From an optimization exercise on the open Yosys and OpenROAD flow, aimed at small area; shortcuts taken in it are not production practice. Function was checked by simulation only, so behaviour that the tests miss may differ from the original. No driver is modelled on the clock port, so clocking that relies on it looks cheaper here than on a real chip. Power and IR drop assume default switching activity.

==> flow/design.v (excerpt) <==
module top_level
#(
  parameter int unsigned DATA_ADDRS   = 2,
  parameter int unsigned WORD_BYTES   = 128,
  parameter int unsigned CLKS_PER_BIT = comms_pkg::CLKS_PER_BIT_DEFAULT
) (
  input  logic clk_100mhz,
  input  logic sys_rst,
  input  logic uart_rxd,
  output logic uart_txd
);
Size in the first run: about 2,100 flip-flops, about 4 I/O pins.
Settings: LEC_CHECK=0, CAP_MARGIN=20, CORE_MARGIN=2, CORE_UTILIZATION=70, PLACE_DENSITY=0.8, SLEW_MARGIN=20; clock period 10.0 ns.
standard.sh (not shown) runs the stock make flow with config.mk's settings and CLKGATE_MAP_FILE= SYNTH_SCRIPT=/design/flow/synth_recipe.tcl, a recipe that flattens the netlist after the stock synthesis.
==> flow/flow/run.sh <==
#!/bin/bash
# Standard layout, with clock tree synthesis options of our own.
export CTS_ARGS="-sink_clustering_enable -repair_clock_nets -buf_list {sky130_fd_sc_hd__clkbuf_2 sky130_fd_sc_hd__clkbuf_8} -sink_clustering_buffer sky130_fd_sc_hd__clkbuf_8 -tree_buf sky130_fd_sc_hd__clkbuf_2 -root_buf sky130_fd_sc_hd__clkbuf_8 -sink_clustering_size 18 -sink_clustering_max_diameter 60 -dont_use_dummy_load"
bash standard.sh > flow_standard.log 2>&1
Change:
==> flow/flow/run.sh (replaced) <==
#!/bin/bash
# Standard layout, with clock tree synthesis options of our own.
export CTS_ARGS="-sink_clustering_enable -repair_clock_nets -buf_list {sky130_fd_sc_hd__clkbuf_2 sky130_fd_sc_hd__clkbuf_8} -sink_clustering_buffer sky130_fd_sc_hd__clkbuf_8 -tree_buf sky130_fd_sc_hd__clkbuf_2 -root_buf sky130_fd_sc_hd__clkbuf_8 -sink_clustering_size 21 -sink_clustering_max_diameter 60 -dont_use_dummy_load"
bash standard.sh > flow_standard.log 2>&1
Result: Global-route usage falls by 0.11 points; utilization falls by 0.34 points; via count falls by 1.2%; non-clock buffer count stays the same; total power falls by 1.1%; wire length barely changes; flip-flop and latch count does not change; setup slack gets better by 0.14 ns; critical path depth does not change; cell area falls by 0.46%.
Change:
==> flow/flow/run.sh (replaced) <==
#!/bin/bash
# Standard layout, with clock tree synthesis options of our own.
export CTS_ARGS="-sink_clustering_enable -repair_clock_nets -buf_list {sky130_fd_sc_hd__clkbuf_2 sky130_fd_sc_hd__clkbuf_8} -sink_clustering_buffer sky130_fd_sc_hd__clkbuf_8 -tree_buf sky130_fd_sc_hd__clkbuf_2 -root_buf sky130_fd_sc_hd__clkbuf_8 -sink_clustering_size 21 -sink_clustering_max_diameter 50 -dont_use_dummy_load"
bash standard.sh > flow_standard.log 2>&1
What happened: Non-clock buffer count is unchanged; core utilization increases by 0.11 points; combinational power is about the same; final cell count stays flat; power increases by 0.41%; worst setup slack improves by 0.0095 ns; area after synthesis is unchanged; fmax is about the same.

* * *

Another version of the RTL of top_level (not shown whole).
Size: ~2400 cells after synthesis, ~2100 flip-flops, roughly 4 I/O pins.
==> flow/config.mk <==
export PLATFORM = sky130hd
export DESIGN_NAME = top_level
export DESIGN_NICKNAME = top_level
export VERILOG_FILES = /design/flow/design.v
export SDC_FILE = /design/flow/constraint.sdc
export NUM_CORES = 4
export LEC_CHECK = 0
export CAP_MARGIN = 20
export CORE_MARGIN = 2
export CORE_UTILIZATION = 70
export PLACE_DENSITY = 0.8
export SLEW_MARGIN = 20
==> flow/constraint.sdc <==
create_clock -name core_clock -period 10.0 [get_ports {clk_100mhz}]
set_input_delay 2.0000 -clock core_clock [delete_from_list [all_inputs] [get_ports {clk_100mhz}]]
set_output_delay 2.0000 -clock core_clock [all_outputs]
set_load 0.01 [all_outputs]
==> flow/flow/run.sh <==
#!/bin/bash
# Standard layout, with clock tree synthesis options of our own.
export CTS_ARGS="-sink_clustering_enable -repair_clock_nets -buf_list sky130_fd_sc_hd__clkbuf_8 -root_buf sky130_fd_sc_hd__clkbuf_16 -sink_clustering_size 18 -sink_clustering_max_diameter 60 -dont_use_dummy_load"
bash standard.sh > flow_standard.log 2>&1
Edit:
==> flow/flow/run.sh (replaced) <==
#!/bin/bash
# Standard layout, with clock tree synthesis options of our own.
export CTS_ARGS="-sink_clustering_enable -repair_clock_nets -buf_list sky130_fd_sc_hd__clkbuf_8 -root_buf sky130_fd_sc_hd__clkbuf_16 -sink_clustering_size 18 -sink_clustering_max_diameter 45 -dont_use_dummy_load"
bash standard.sh > flow_standard.log 2>&1
Settings changed: PLACE_DENSITY 0.8 to 0.85.
Result:
- design area stays flat
- sequential power barely changes
- global-route usage goes up by 1.5 points
- hold slack is better by 0.024 ns
- wire length goes up by 9.2%
- power goes up by 0.47%
- area after synthesis does not change
- critical path depth is unchanged
- core utilization goes up by 0.12 points
Edit:
==> flow/flow/run.sh (replaced) <==
#!/bin/bash
# Standard layout, with clock tree synthesis options of our own.
export CTS_ARGS="-sink_clustering_enable -repair_clock_nets -buf_list sky130_fd_sc_hd__clkbuf_8 -root_buf sky130_fd_sc_hd__clkbuf_16 -dont_use_dummy_load"
bash standard.sh > flow_standard.log 2>&1
Settings changed: PLACE_DENSITY 0.85 to 0.8.
- routed wire length rose by about a fifth
- total power rose by about a fifth
- synthesized area does not change
- die area stays the same
Edit:
==> flow/flow/run.sh (replaced) <==
#!/bin/bash
# Standard layout, with clock tree synthesis options of our own.
export CTS_ARGS="-sink_clustering_enable -repair_clock_nets -buf_list sky130_fd_sc_hd__clkbuf_8 -root_buf sky130_fd_sc_hd__clkbuf_16 -sink_clustering_size 18 -sink_clustering_max_diameter 40 -dont_use_dummy_load"
bash standard.sh > flow_standard.log 2>&1
Settings changed: CORE_UTILIZATION 70 to 60, PLACE_DENSITY 0.8 to 0.9.
=> The new run went through all stages and came out clean. Worst setup slack gets better by 0.15 ns. Synthesized area stays the same. Flip-flop and latch count stays the same. Routed wire length decreases by 11%. Non-clock buffer count is unchanged. Via count fell by 6.9%. Design area decreases by about 4.5%. First-iteration DRC count is lower by 16%. Clock power drops by 36%. Register-to-register slack got worse by 0.17 ns. Maximum frequency is higher by about 4%.

* * *

Starting RTL as in the previous note.
export LEC_CHECK = 0
export ABC_CLOCK_PERIOD_IN_PS = 100000
export CAP_MARGIN = 20
export CORE_MARGIN = 2
export CORE_UTILIZATION = 70
export PLACE_DENSITY = 0.8
export SLEW_MARGIN = 20
create_clock -name core_clock -period 10.0 [get_ports {clk_100mhz}]
==> flow/flow/run.sh <==
#!/bin/bash
# Standard layout, with clock tree synthesis options of our own.
export CTS_ARGS="-sink_clustering_enable -repair_clock_nets -buf_list sky130_fd_sc_hd__clkbuf_8 -root_buf sky130_fd_sc_hd__clkbuf_16 -sink_clustering_size 18 -sink_clustering_max_diameter 45 -dont_use_dummy_load"
bash standard.sh > flow_standard.log 2>&1
The first run completed with no timing, DRC or antenna violations.
Change:
==> flow/flow/run.sh (replaced) <==
#!/bin/bash
# Standard layout, with clock tree synthesis options of our own and a post-CTS step that
# upsizes the clock buffers whose flip-flop pins would see too slow a clock edge.
export CTS_ARGS="-sink_clustering_enable -repair_clock_nets -buf_list sky130_fd_sc_hd__clkbuf_8 -root_buf sky130_fd_sc_hd__clkbuf_16 -sink_clustering_size 21 -sink_clustering_max_diameter 50 -dont_use_dummy_load"
export POST_CTS_TCL="$PWD/flow/fix_clk.tcl"
export FIX_CLK_SLEW=0.112
bash standard.sh > flow_standard.log 2>&1
==> flow/flow/fix_clk.tcl (new file) <==
# After clock tree synthesis: upsize each clock buffer whose flip-flop clock pins would see a
# slew above FIX_CLK_SLEW (ns, placement-estimated parasitics) to the strongest clock buffer,
# then legalize the placement again.
set fix_limit $::env(FIX_CLK_SLEW)
set fix_big sky130_fd_sc_hd__clkbuf_16
for {set pass 0} {$pass < 2} {incr pass} {
  estimate_parasitics -placement
  set fix_n 0
  foreach b [get_cells -filter "ref_name =~ sky130_fd_sc_hd__clkbuf_*"] {
    if {[get_property $b ref_name] == $fix_big} { continue }
    set y [get_pins -of_objects $b -filter "direction == output"]
    set mx 0
    foreach p [get_pins -of_objects [get_nets -of_objects $y] -filter "direction == input"] {
      if {![string match */CLK [get_full_name $p]]} { continue }
      set s [get_property $p slew_max]
      if {$s > $mx} { set mx $s }
    }
    if {$mx > $fix_limit} {
      puts "fix_clk: [get_full_name $b] slew $mx -> $fix_big"
      replace_cell $b $fix_big
      incr fix_n
    }
  }
  puts "fix_clk: pass $pass upsized $fix_n"
  if {$fix_n == 0} { break }
  detailed_placement
}
check_placement -verbose
estimate_parasitics -placement
- ABC_CLOCK_PERIOD_IN_PS: 100000 -> not set
The changed run completed without violations.
Cell area goes up by 1.0%.
Cell count goes down by 0.69%.
Clock skew goes up by 14 ps.
Critical path depth does not change.
Wire length goes up by 36%.
Area after synthesis is unchanged.

* * *

birch:
top_level, a different RTL version from the one above (not shown whole).
Size in the first run: roughly 2100 flip-flops, ~4 I/O pins, roughly 45000 um^2 of cells after synthesis.
Settings: LEC_CHECK=0, CAP_MARGIN=20, CORE_MARGIN=2, CORE_UTILIZATION=70, PLACE_DENSITY=0.8, SLEW_MARGIN=20; clock period 10.0 ns.
==> flow/flow/run.sh <==
#!/bin/bash
# Standard layout, with clock tree synthesis options of our own.
export CTS_ARGS="-sink_clustering_enable -repair_clock_nets -sink_clustering_size 26 -sink_clustering_max_diameter 80 -dont_use_dummy_load"
bash standard.sh > flow_standard.log 2>&1
In summary, birch completed successfully, with a layout that passed the timing, DRC and antenna checks.
Inputs modified between birch and oak:
==> flow/flow/run.sh <==
#!/bin/bash
# Standard layout, with clock tree synthesis options of our own.
export CTS_ARGS="-sink_clustering_enable -repair_clock_nets -sink_clustering_size 30 -sink_clustering_max_diameter 100 -dont_use_dummy_load"
bash standard.sh > flow_standard.log 2>&1
Notes after the runs:
- In summary, oak completed successfully, with a layout that passed the timing, DRC and antenna checks.
- On switching share of power, oak and birch are basically level.
- Time the final worst path needs with I/O delays and setup ended up 0.011 ns lower on oak than on birch.
- oak drops fewer vias than birch.
- oak vs. birch: finished layout cell area decreased about 0.57%, post-route fraction of the period consumed by the critical path closely matched the old numbers, relative contribution of sequential cells to total power increased 1.3 points.

* * *

top_level with an RTL version that a note above also has.
Size in the first run: roughly 2100 flip-flops, about 4 I/O pins, roughly 45000 um2 of cells after synthesis.
Settings: LEC_CHECK=0, ABC_AREA=1, CAP_MARGIN=20, CORE_MARGIN=2, CORE_UTILIZATION=70, PLACE_DENSITY=0.8, SLEW_MARGIN=20; clock period 10.0 ns.
==> flow/flow/run.sh <==
#!/bin/bash
# Standard layout, with clock tree synthesis options of our own.
export CTS_ARGS="-sink_clustering_enable -repair_clock_nets -buf_list sky130_fd_sc_hd__clkbuf_8 -root_buf sky130_fd_sc_hd__clkbuf_16 -sink_clustering_size 18 -sink_clustering_max_diameter 45 -dont_use_dummy_load"
bash standard.sh > flow_standard.log 2>&1
Change:
ABC_AREA = default   (was 1)
The changed run completed without violations. Sequential share of layout area increases by 0.56 points. Final area goes down slightly. Area after synthesis decreases slightly. Routed wire length fell by about a fifth.
Change:
==> flow/flow/run.sh (replaced) <==
#!/bin/bash
# Standard layout, with clock tree synthesis options of our own.
export CTS_ARGS="-sink_clustering_enable -repair_clock_nets -buf_list sky130_fd_sc_hd__clkbuf_8 -root_buf sky130_fd_sc_hd__clkbuf_16 -sink_clustering_size 18 -sink_clustering_max_diameter 90 -dont_use_dummy_load"
bash standard.sh > flow_standard.log 2>&1
Worst setup slack loses 57 ps.
Cell count stays flat.
Global-route usage goes down by 0.20 points.
Wire length shrinks by 1.1%.
Synthesized area stays the same.
Critical path depth is unchanged.
Change:
==> flow/flow/run.sh (replaced) <==
#!/bin/bash
# Standard layout, with clock tree synthesis options of our own and a post-CTS step that
# upsizes the clock buffers whose flip-flop pins would see too slow a clock edge.
export CTS_ARGS="-sink_clustering_enable -repair_clock_nets -buf_list sky130_fd_sc_hd__clkbuf_8 -root_buf sky130_fd_sc_hd__clkbuf_16 -sink_clustering_size 24 -sink_clustering_max_diameter 55 -dont_use_dummy_load"
export POST_CTS_TCL="$PWD/flow/fix_clk.tcl"
export FIX_CLK_SLEW=0.112
bash standard.sh > flow_standard.log 2>&1
==> flow/flow/fix_clk.tcl (new file) <==
# After clock tree synthesis: upsize each clock buffer whose flip-flop clock pins would see a
# slew above FIX_CLK_SLEW (ns, placement-estimated parasitics) to the strongest clock buffer,
# then legalize the placement again.
set fix_limit $::env(FIX_CLK_SLEW)
set fix_big sky130_fd_sc_hd__clkbuf_16
for {set pass 0} {$pass < 2} {incr pass} {
  estimate_parasitics -placement
  set fix_n 0
  foreach b [get_cells -filter "ref_name =~ sky130_fd_sc_hd__clkbuf_*"] {
    if {[get_property $b ref_name] == $fix_big} { continue }
    set y [get_pins -of_objects $b -filter "direction == output"]
    set mx 0
    foreach p [get_pins -of_objects [get_nets -of_objects $y] -filter "direction == input"] {
      if {![string match */CLK [get_full_name $p]]} { continue }
      set s [get_property $p slew_max]
      if {$s > $mx} { set mx $s }
    }
    if {$mx > $fix_limit} {
      puts "fix_clk: [get_full_name $b] slew $mx -> $fix_big"
      replace_cell $b $fix_big
      incr fix_n
    }
  }
  puts "fix_clk: pass $pass upsized $fix_n"
  if {$fix_n == 0} { break }
  detailed_placement
}
check_placement -verbose
estimate_parasitics -placement
Effect:
- The new run went through all stages and came out clean
- total power climbs by 6.7%
- routed wire length climbs by 38%
- first-iteration DRC count climbs by 60%
- worst hold slack stays flat
- cell area climbs by 1.2%
- non-clock buffer count does not change
- global-route usage climbs by 6.1 points
- maximum frequency climbs by 0.97%
- die area stays the same
- clock power climbs by 23%
Change:
==> flow/flow/run.sh (replaced) <==
#!/bin/bash
# Standard layout, with clock tree synthesis options of our own.
export CTS_ARGS="-sink_clustering_enable -repair_clock_nets -buf_list sky130_fd_sc_hd__clkbuf_8 -root_buf sky130_fd_sc_hd__clkbuf_16 -sink_clustering_size 18 -sink_clustering_max_diameter 45 -dont_use_dummy_load"
bash standard.sh > flow_standard.log 2>&1
GPL_ROUTABILITY_DRIVEN = 0   (was default)
GPL_TIMING_DRIVEN = 0   (was default)
removed: flow/flow/fix_clk.tcl
Outcome:
- worst hold slack is about the same
- worst setup slack gets worse by 52 ps
- count of clock-buffer cells in the layout rose by 35
- fmax fell by 1.4%
- die area does not change
- final area fell by 0.85%

* * *

top_level with an RTL version that a note above also has.
Size: roughly 2400 cells after synthesis, roughly 2100 flip-flops.
Design top_level, start of the top module:
module top_level
#(
  parameter int unsigned DATA_ADDRS   = 2,
  parameter int unsigned WORD_BYTES   = 128,
  parameter int unsigned CLKS_PER_BIT = comms_pkg::CLKS_PER_BIT_DEFAULT
) (
  input  logic clk_100mhz,
  input  logic sys_rst,
  input  logic uart_rxd,
  output logic uart_txd
);
  localparam int unsigned     SlotW   = comms_pkg::idx_width(WORD_BYTES);
  localparam int unsigned     CntW    = comms_pkg::idx_width(CLKS_PER_BIT);
  localparam logic [CntW-1:0] BitLast = CntW'(CLKS_PER_BIT - 1);
  logic [7:0] rx_byte;
  logic       rx_valid;
  uart_rx #(
    .CLKS_PER_BIT(CLKS_PER_BIT)
  ) u_uart_rx (
    .clk_i       (clk_100mhz),
    .rst_ni      (sys_rst),
    .rxd_i       (uart_rxd),
    .byte_o      (rx_byte),
    .byte_valid_o(rx_valid)
  );
  logic [WORD_BYTES-1:0] ring_q [2*8];
  logic [SlotW-1:0]      slot_q;      
  comms_pkg::ctrl_state_e state_q;
  logic             op_wr_q;
  logic             op_rd_q;
  logic [SlotW:0]   idx_q;
  logic             pend_q;       
  logic             valid_q;      
  logic [CntW-1:0]  tx_cnt_q;
  logic [3:0]       tx_pos_q;     
  logic [7:0]       tx_buf_q;
  logic             txd_q;
  logic [SlotW-1:0] slot_nxt;
  logic             hit_cur;      
  logic             hit_prev;     
  logic [7:0]       tap;
  always_comb begin
    slot_nxt = slot_q + 1'b1;
    hit_cur  = (slot_q == idx_q[SlotW-1:0]);
    hit_prev = (slot_nxt == idx_q[SlotW-1:0]);
    for (int b = 0; b < 8; b++) begin
      tap[b] = idx_q[SlotW] ? ring_q[8+b][WORD_BYTES-1] : ring_q[b][WORD_BYTES-1];
    end
  end
  ...
export LEC_CHECK = 0
export CAP_MARGIN = 20
export CORE_MARGIN = 2
export CORE_UTILIZATION = 70
export PLACE_DENSITY = 0.8
export SLEW_MARGIN = 20
create_clock -name core_clock -period 10.0 [get_ports {clk_100mhz}]
==> flow/flow/run.sh <==
#!/bin/bash
# Standard layout, with clock tree synthesis options of our own.
export CTS_ARGS="-sink_clustering_enable -repair_clock_nets -sink_clustering_size 30 -sink_clustering_max_diameter 60 -dont_use_dummy_load"
bash standard.sh > flow_standard.log 2>&1
Change:
==> flow/flow/run.sh (replaced) <==
#!/bin/bash
# Standard layout, with clock tree synthesis options of our own.
export CTS_ARGS="-sink_clustering_enable -repair_clock_nets -sink_clustering_size 34 -sink_clustering_max_diameter 50 -dont_use_dummy_load"
bash standard.sh > flow_standard.log 2>&1
Settings changed: ABC_AREA set to 1, CORE_UTILIZATION 70 to 80, PLACE_DENSITY 0.8 to 0.9.
After rerunning: The new run died in clock tree synthesis (4_1_cts) on DPL-0033; area after synthesis went up by 0.80%; synthesized cell count went up by 8.4%.

re-timing with driven ports:
In the flow no input, the clock included, has a driving cell. The finished layouts below were timed again as built, in two steps. Step 1, drivers: a clkbuf_16 drives clk_100mhz and a buf_2 each remaining input, both assumed. Step 2 also shifts input and output timing later by t, the mid clock arrival at the registers, as if the neighbouring blocks saw the same clock. a / b / c = ideal ports / drivers / drivers and shift; a / b = the first two.
run	shift t [ns]	setup WS [ns]	worst hold slack (ns)	latest minus earliest clock arrival (ns)
the first run of note 1	0.922	6.179 / 6.118 / 7.040	0.172 / 0.172 / 0.172	0.187 / 0.187
the second run of note 1	0.753	6.316 / 6.257 / 7.011	0.222 / 0.222 / 0.222	0.125 / 0.125
the third run of note 1	0.746	6.326 / 6.265 / 7.011	0.254 / 0.254 / 0.254	0.115 / 0.115
the first run of note 2	0.693	6.261 / 6.200 / 6.893	0.245 / 0.245 / 0.245	0.094 / 0.093
the second run of note 2	0.695	6.374 / 6.311 / 6.812	0.270 / 0.270 / 0.270	0.112 / 0.111
the third run of note 2	0.783	6.210 / 6.146 / 6.929	0.287 / 0.287 / 0.287	0.075 / 0.075
the fourth run of note 2	0.695	6.364 / 6.308 / 7.002	0.245 / 0.245 / 0.245	0.117 / 0.117
the first run of note 3	0.694	6.303 / 6.241 / 6.935	0.269 / 0.269 / 0.269	0.102 / 0.102
the second run of note 3	0.707	6.318 / 6.252 / 6.959	0.266 / 0.266 / 0.266	0.120 / 0.120
birch	0.708	6.272 / 6.203 / 6.911	0.294 / 0.294 / 0.294	0.078 / 0.079
oak	0.702	6.283 / 6.216 / 6.918	0.282 / 0.282 / 0.282	0.093 / 0.093
the first run of note 5	0.698	6.288 / 6.223 / 6.920	0.283 / 0.283 / 0.283	0.100 / 0.099
the second run of note 5	0.694	6.303 / 6.241 / 6.935	0.269 / 0.269 / 0.269	0.102 / 0.102
the third run of note 5	0.701	6.246 / 6.184 / 6.885	0.278 / 0.278 / 0.278	0.072 / 0.072
the fourth run of note 5	0.712	6.282 / 6.215 / 6.926	0.278 / 0.278 / 0.278	0.124 / 0.125
the fifth run of note 5	0.693	6.230 / 6.164 / 6.857	0.277 / 0.277 / 0.277	0.116 / 0.115
the first run of note 6	0.690	6.322 / 6.254 / 6.943	0.281 / 0.281 / 0.281	0.092 / 0.091
After both steps setup and hold are still met in every run listed. The worst setup slack also covers recovery checks on asynchronous resets.
